This is an optimization exercise on Yosys and OpenROAD, whose aim is small area and a short achievable clock period, not a production implementation. Where RTL was checked, it was by simulation tests only, not by an equivalence proof against the original. Power and IR drop assume default switching activity.

==> flow/design.v (excerpt) <==
module ss_bridge_top #(
	parameter int FIFO_AW = 6
) (
	input  logic        mclk,
	input  logic        ST_ALE,
	input  logic        st_req,
	input  logic        st_we,
	input  logic [7:0]  st_addr,
	input  logic [15:0] st_wdata,
	output logic [15:0] st_rdata,
	output logic        st_rvalid,
	output logic        st_irq,
	input  logic        ss_req,
	input  logic        ss_we,
	input  logic        ss_cs2,
	input  logic [14:1] ss_addr,
	input  logic [15:0] ss_wdata,
	output logic [15:0] ss_rdata,
	output logic        ss_rvalid,
	output logic        ss_irq
);
	localparam int DEPTH = 1 << FIFO_AW;
	logic       st_rd, st_wr, st_ok;
	logic [4:0] st_w;
	logic       st_ctrl_we, st_ack, st_fifo_wr, st_fifo_rd, st_rcnt_clr;
	logic       st_cmd_clr, st_data_we, st_resp_we, st_hirq_set, st_hirq_clr;
	assign st_rd = st_req & ~st_we;
	assign st_wr = st_req & st_we;
	assign st_ok = (st_addr[7:6] == 2'b00) & ~st_addr[0];
	assign st_w  = st_addr[5:1];
	assign st_ctrl_we  = st_wr & (st_addr == ST_OFF_CTRL);
	assign st_ack      = st_wr & (st_addr == ST_OFF_STAT);
	assign st_fifo_wr  = st_wr & (st_addr == ST_OFF_FIFO);
	assign st_fifo_rd  = st_rd & (st_addr == ST_OFF_FIFO);
	assign st_rcnt_clr = st_wr & (st_addr == ST_OFF_RCNT);
	assign st_cmd_clr  = st_wr & (st_addr == ST_OFF_SS_CMD);
	assign st_data_we  = st_wr & (st_addr == ST_OFF_SS_DATA);
	assign st_resp_we  = st_wr & st_ok & (st_w[4:2] == 3'b100);
	assign st_hirq_set = st_wr & (st_addr == ST_OFF_HIRQ);
	assign st_hirq_clr = st_wr & (st_addr == ST_OFF_HIRQ_CLR);
  ...
Size: about 97 I/O pins, about 52000 um^2 of cells after synthesis.
Settings: LEC_CHECK=0, CAP_MARGIN=20, CORE_MARGIN=2, CORE_UTILIZATION=60, SETUP_SLACK_MARGIN=2.2, SLEW_MARGIN=20, SYNTH_HIERARCHICAL=1, SYNTH_MINIMUM_KEEP_SIZE=0, TNS_END_PERCENT=5; clock period 4.5 ns.
run.sh (not shown) runs the stock make flow with config.mk's settings and CLKGATE_MAP_FILE= SYNTH_SCRIPT=/design/flow/synth_recipe.tcl, a recipe that flattens the netlist after the stock synthesis.
Then changed:
- SETUP_SLACK_MARGIN: 2.2 -> 2.1
- TNS_END_PERCENT: 5 -> not set
Outcome: The changed run completed with no timing, DRC or antenna violations. Clock power barely changes. Clock skew grows by 6.8 ps. Area after synthesis is unchanged. Clock-buffer cell count grows by 1. Non-clock buffer count grows by 14. Hold slack is about the same. Maximum frequency grows by 0.31%.
Then changed:
- SETUP_SLACK_MARGIN: 2.1 -> 2.2
- TNS_END_PERCENT: not set -> 20
Outcome:
- The changed run completed without violations
- worst setup slack loses 14 ps
- total power stays flat
- sequential power barely changes
No functional check of the RTL was part of any run of this note.


== north ==
Another version of the RTL of ss_bridge_top (not shown whole).
Size in the first run: ~3500 cells after synthesis.
==> flow/config.mk <==
export PLATFORM = sky130hd
export DESIGN_NAME = ss_bridge_top
export DESIGN_NICKNAME = ss_bridge_top
export VERILOG_FILES = /design/flow/design.v
export SDC_FILE = /design/flow/constraint.sdc
export NUM_CORES = 4
export LEC_CHECK = 0
export CAP_MARGIN = 20
export CORE_MARGIN = 2
export CORE_UTILIZATION = 60
export SETUP_SLACK_MARGIN = 2.2
export SLEW_MARGIN = 50
export SYNTH_HIERARCHICAL = 1
export SYNTH_MINIMUM_KEEP_SIZE = 0
export TNS_END_PERCENT = 20
==> flow/constraint.sdc <==
create_clock -name core_clock -period 4.5 [get_ports {mclk}]
set_input_delay 0.9000 -clock core_clock [delete_from_list [all_inputs] [get_ports {mclk}]]
set_output_delay 0.9000 -clock core_clock [all_outputs]
set_load 0.01 [all_outputs]
standard.sh (not shown) runs the stock make flow with config.mk's settings and CLKGATE_MAP_FILE= SYNTH_SCRIPT=/design/flow/synth_recipe.tcl, a recipe that flattens the netlist after the stock synthesis.
==> flow/flow/run.sh <==
#!/bin/bash
# Standard layout (standard synthesis included) with two changes: the port
# buffers are buf_4 cells, and the resizer may change a cell's footprint.
set -euo pipefail
export BUFFER_PORTS_ARGS="-buffer_cell sky130_fd_sc_hd__buf_4"
bash standard.sh MATCH_CELL_FOOTPRINT=0 finish > standard_flow.log 2>&1
For middle, these inputs were changed with respect to north:
Settings: putting CTS_CLUSTER_DIAMETER at 70 where nothing was set; putting CTS_CLUSTER_SIZE at 25 where nothing was set.
## What came out
- middle has completed all stages; timing, DRC and antenna checks passed.
- north closes out successfully: all stages finished, all timing, DRC and antenna checks passed.
- End point of the critical path = fifo_head[6]: middle; end point of the critical path = fifo_head[3]: north
- middle gives more multi-input gate share of total cell area than north did.
- Total power, middle and north: higher on north
- Met2 wirelength from detailed routing, middle vs north: down slightly
- Relative to north, the final area of middle is lower by about 3.7%.
- Looking only at routed length on met3, and setting everything else aside, the lower value of middle and north goes to middle.
- middle — sequential share of layout area 2.4 points higher, north as reference
- Re via count of the first global-routing pass: middle and north aren't equal, and the lower value belongs to middle.
- Wire length per cell: middle and north compared, higher one is middle
- Cell internal power dissipation: middle and north compared, lower one is middle


Setup of old:
ss_bridge_top, a different RTL version from the one above (not shown whole).
For scale: ~97 I/O pins.
export LEC_CHECK = 0
export CAP_MARGIN = 20
export CORE_MARGIN = 2
export CORE_UTILIZATION = 60
export CTS_CLUSTER_DIAMETER = 70
export CTS_CLUSTER_SIZE = 25
export SETUP_SLACK_MARGIN = 2.3
export SLEW_MARGIN = 20
export SYNTH_HIERARCHICAL = 1
export SYNTH_MINIMUM_KEEP_SIZE = 0
export TNS_END_PERCENT = 20
create_clock -name core_clock -period 4.5 [get_ports {mclk}]
Scripts as last shown in full above: flow/flow/run.sh
old reached the end of the flow, and the finished layout is clean on the timing, design-rule and antenna checks.
Here is what was changed in the inputs of new compared with old.
diff --git a/flow/config.mk b/flow/config.mk
--- a/flow/config.mk
+++ b/flow/config.mk
@@ -12,3 +12,3 @@
 export CTS_CLUSTER_SIZE = 25
-export SETUP_SLACK_MARGIN = 2.3
+export SETUP_SLACK_MARGIN = 2.2
 export SLEW_MARGIN = 20
==> run summary <==
- Any difference in internal power between new and old is small enough to ignore.
- Portion of the clock cycle consumed by the worst path in the final layout ended up 0.31 points lower on new than on old.
- Sort old and new by data arrival time of the critical path, descending, and new comes first.
- Taking old as the reference, in new routed length on met1 shrank by about 0.8%; standard cell area after detailed placement held steady; synthesized area held steady; post-CTS clock slew at the launch and capture registers of the worst setup and hold paths held steady; sequential share of layout area grew by 0.48 points.
- new vs. old: power density normalized to cell area now larger; die area comparable.
- Compared old against new; global routing met2 resource utilization within noise.
No functional check of the RTL was part of any run of this note.


RTL: one of the versions met above, not the one the previous note started from.
Size: about 3500 cells after synthesis, roughly 54000 sq um of cells after synthesis.
==> flow/design.v (excerpt) <==
module ss_bridge_top #(
	parameter int FIFO_AW = 6
) (
	input  logic        mclk,
	input  logic        ST_ALE,
	input  logic        st_req,
	input  logic        st_we,
	input  logic [7:0]  st_addr,
	input  logic [15:0] st_wdata,
	output logic [15:0] st_rdata,
	output logic        st_rvalid,
	output logic        st_irq,
	input  logic        ss_req,
	input  logic        ss_we,
	input  logic        ss_cs2,
	input  logic [14:1] ss_addr,
	input  logic [15:0] ss_wdata,
	output logic [15:0] ss_rdata,
	output logic        ss_rvalid,
	output logic        ss_irq
);
export LEC_CHECK = 0
export CAP_MARGIN = 20
export CORE_MARGIN = 2
export CORE_UTILIZATION = 60
export CTS_CLUSTER_DIAMETER = 70
export CTS_CLUSTER_SIZE = 25
export SETUP_SLACK_MARGIN = 2.3
export SLEW_MARGIN = 50
export SYNTH_HIERARCHICAL = 1
export SYNTH_MINIMUM_KEEP_SIZE = 0
export TNS_END_PERCENT = 20
create_clock -name core_clock -period 4.5 [get_ports {mclk}]
Scripts as last shown in full above: flow/flow/run.sh
Next try:
CORE_UTILIZATION = 65   (was 60)
SETUP_SLACK_MARGIN = 2.2   (was 2.3)
=> Critical path depth goes up by 1; non-clock buffer count falls by 29; maximum frequency stays flat; die area falls by 7.6%; total power goes down by 1.2%; global-route usage rises by 1.8 points.
Next try:
CORE_UTILIZATION = 60   (was 65)
SLEW_MARGIN = 70   (was 50)
=>
- cell area grows by 1.6%
- count of clock-buffer cells in the layout rises by 1
- via count came out lower by 0.71%
- total power rose by 1.1%
Next try:
PLACE_DENSITY = 0.8   (was default)
SLEW_MARGIN = 50   (was 70)
Via count goes up by 0.81%; cell count came out lower by 0.42%; setup slack is better by 290 ps; combinational power is about the same.
Next try:
CTS_BUF_LIST = sky130_fd_sc_hd__clkbuf_8 sky130_fd_sc_hd__clkbuf_16   (was default)
PLACE_DENSITY = default   (was 0.8)
Non-clock buffer count rises by 4. Worst hold slack is better by 65 ps. Worst setup slack improves by 5.1 ps. Utilization went up by 0.79 points. Total power went up by 1.3%. Clock skew decreases by 3.9 ps. Clock-buffer cell count went down by 32.
Next try:
CTS_BUF_LIST = sky130_fd_sc_hd__clkbuf_8   (was sky130_fd_sc_hd__clkbuf_8 sky130_fd_sc_hd__clkbuf_16)
CTS_CLUSTER_DIAMETER = 50   (was 70)
CTS_CLUSTER_SIZE = 16   (was 25)
Result:
- hold slack got worse by 39 ps
- critical path depth drops by 1
- via count rose by 1.1%
- final cell count is higher by 2.5%
- die area stays the same


Setup of run 1:
ss_bridge_top again, from the RTL that the note above started with.
Settings: LEC_CHECK=0, CAP_MARGIN=20, CORE_MARGIN=2, CORE_UTILIZATION=60, CTS_CLUSTER_DIAMETER=70, CTS_CLUSTER_SIZE=25, SETUP_SLACK_MARGIN=2.2, SLEW_MARGIN=20, SYNTH_HIERARCHICAL=1, SYNTH_MINIMUM_KEEP_SIZE=0, TNS_END_PERCENT=20; clock period 4.5 ns.
Scripts as last shown in full above: flow/flow/run.sh
Per the final summary, run 1 finished and its layout is clean on timing, DRC and antenna.
Input-level comparison between run 2 and run 1:
Settings: SLEW_MARGIN now 50, was 20; CTS_CLUSTER_SIZE now 28, was 25; PLACE_DENSITY now 0.8, previously not set; CTS_CLUSTER_DIAMETER now 75, was 70.
Findings:
Run 2 completed end to end with timing, DRC and antenna clean. Against run 1, via count in run 2 came out worse. Fmax (higher): run 2. Global-route usage, run 1 and run 2, lower one = run 2. Per the comparison of run 2 with run 1, share of the final layout cell area in multi-input gates stayed essentially flat; wire length of the first global-routing pass fell by 7900 um; area added between synthesis and finish fell by 1.8 points. Final instance area (run 2 vs. run 1) decreases slightly. Re final critical-path required period: run 2 is 120 ps down on run 1.
For run 3, these inputs were changed with respect to run 2:
Settings: changing CTS_CLUSTER_SIZE from 28 to 25; changing CORE_UTILIZATION from 60 to 65; changing CTS_CLUSTER_DIAMETER from 75 to 70; changing PLACE_DENSITY from 0.8 to 0.72.
### Flow results
Summary — minimum clock period, run 3 relative to run 2: higher, by 110 ps. Compared with run 2, run 3 instantiates a smaller number of standard cells. The number of antenna violations at the first check in global routing number comes out higher for run 2 vs run 3. Per the comparison of run 3 with run 2, clock-buffer cell count grew by about 10%, routed metal-1 wire length grew by about 10%. Diff run 2 -> run 3 | filler cell count | decrease of about 13%.
The following lists how run 4 was set up differently from run 3:
Settings: a change of CORE_UTILIZATION from 65 to 60; a change of SETUP_SLACK_MARGIN from 2.2 to 2.05; a deleted PLACE_DENSITY that had been 0.72.
## What came out
- Between run 3 and run 4, the global-route wire length before repair figures differ only marginally.
- Looking only at maximum clock frequency, and setting everything else aside, the lower value of run 3 and run 4 goes to run 3.
- Run 3 → run 4: instance area after placement saw little to no change, total routing resource utilization after global routing went down by 2.2 points, clock transition time at the flip-flop clock pins of the worst setup and hold paths about even, power up 1.6%, cell-internal power has increased.
- Share of final layout cell area taken by clock buffers and inverters: run 4 > run 3
## Diff of input files: run 5 against run 4
Settings: PLACE_DENSITY now 0.72, previously not set; SETUP_SLACK_MARGIN now 2.2, was 2.05.
Findings:
- Run 5: all stages complete, timing, DRC and antenna checks passed
- fifo_head[4] as the critical path endpoint was reported by run 5, and fifo_head[9] by run 4.
- Run 4 -> run 5: final setup TNS flat
- Compared with run 4, in run 5 post-placement worst setup slack saw a decrease; area growth from synthesis to final layout increased by 0.27 points relative to the old numbers; final net count roughly the same.
- The total half-perimeter wirelength after legalization and detailed placement of run 5 exceeds that of run 4 by 5.7%.
- Summary of run 5 over run 4: critical path depth ~0 delta, worst hold slack went up.
- Against run 4 as the reference, run 5 delivers a higher length of the first detailed-routing pass in iterations.
- Re count of inserted tapcells: no difference whatsoever between run 5 and run 4.
- Run 5 vs run 4 on data arrival time of the worst path: run 5 is the lower one.
- On area of all placed cells without fillers, run 5 and run 4 are basically level.

-- what the ideal ports hide --
Ports are ideal in the flow. The routed layouts listed here were re-timed in OpenROAD.
Step 1: set_driving_cell puts a clkbuf_16 on mclk and a buf_2 on each other input, an assumption about the parent block.
Step 2 adds t to the input delays and takes it off the output delays; t is the mean of the earliest and latest rising clock arrival at the registers after step 1. Input paths then give back, and output paths get back, about the clock's delay inside the block.
Slacks: ideal ports / drivers / drivers and shift; pairs: ideal ports / drivers.
run	t, ns	slack for setup (ns)	hold slack, ns
the first run of note 1	0.812	1.420 / 1.457 / 0.645	0.437 / 0.437 / 0.437
the second run of note 1	0.808	1.430 / 1.470 / 0.662	0.436 / 0.436 / 0.436
the third run of note 1	0.816	1.416 / 1.458 / 0.642	0.438 / 0.438 / 0.438
north	0.808	2.064 / 2.064 / 1.360	0.093 / 0.045 / 0.430
middle	0.727	2.060 / 2.060 / 1.380	0.328 / 0.280 / 0.435
old	0.746	1.887 / 1.921 / 1.175	0.323 / 0.273 / 0.437
new	0.750	1.901 / 1.878 / 1.129	0.322 / 0.272 / 0.435
the first run of note 4	0.728	2.059 / 2.059 / 1.390	0.148 / 0.100 / 0.435
the second run of note 4	0.712	2.058 / 2.058 / 1.393	0.234 / 0.183 / 0.445
the third run of note 4	0.720	1.764 / 1.764 / 1.141	0.215 / 0.172 / 0.448
the fourth run of note 4	0.721	2.052 / 2.052 / 1.372	0.253 / 0.203 / 0.429
the fifth run of note 4	0.725	2.057 / 2.057 / 1.390	0.317 / 0.269 / 0.435
the sixth run of note 4	0.877	1.929 / 1.929 / 1.264	0.278 / 0.242 / 0.437
run 1	0.724	1.956 / 1.956 / 1.342	0.396 / 0.347 / 0.433
run 2	0.746	2.077 / 2.077 / 1.381	0.227 / 0.176 / 0.425
run 3	0.706	1.969 / 1.969 / 1.368	0.265 / 0.221 / 0.441
run 4	0.722	1.989 / 1.989 / 1.368	0.154 / 0.111 / 0.441
run 5	0.722	2.052 / 2.052 / 1.395	0.264 / 0.223 / 0.440
After both steps every run listed still meets setup and hold. For the first run of note 1, which loses most, drivers alone change the setup slack by +0.037 ns; drivers and shift together by -0.775 ns.
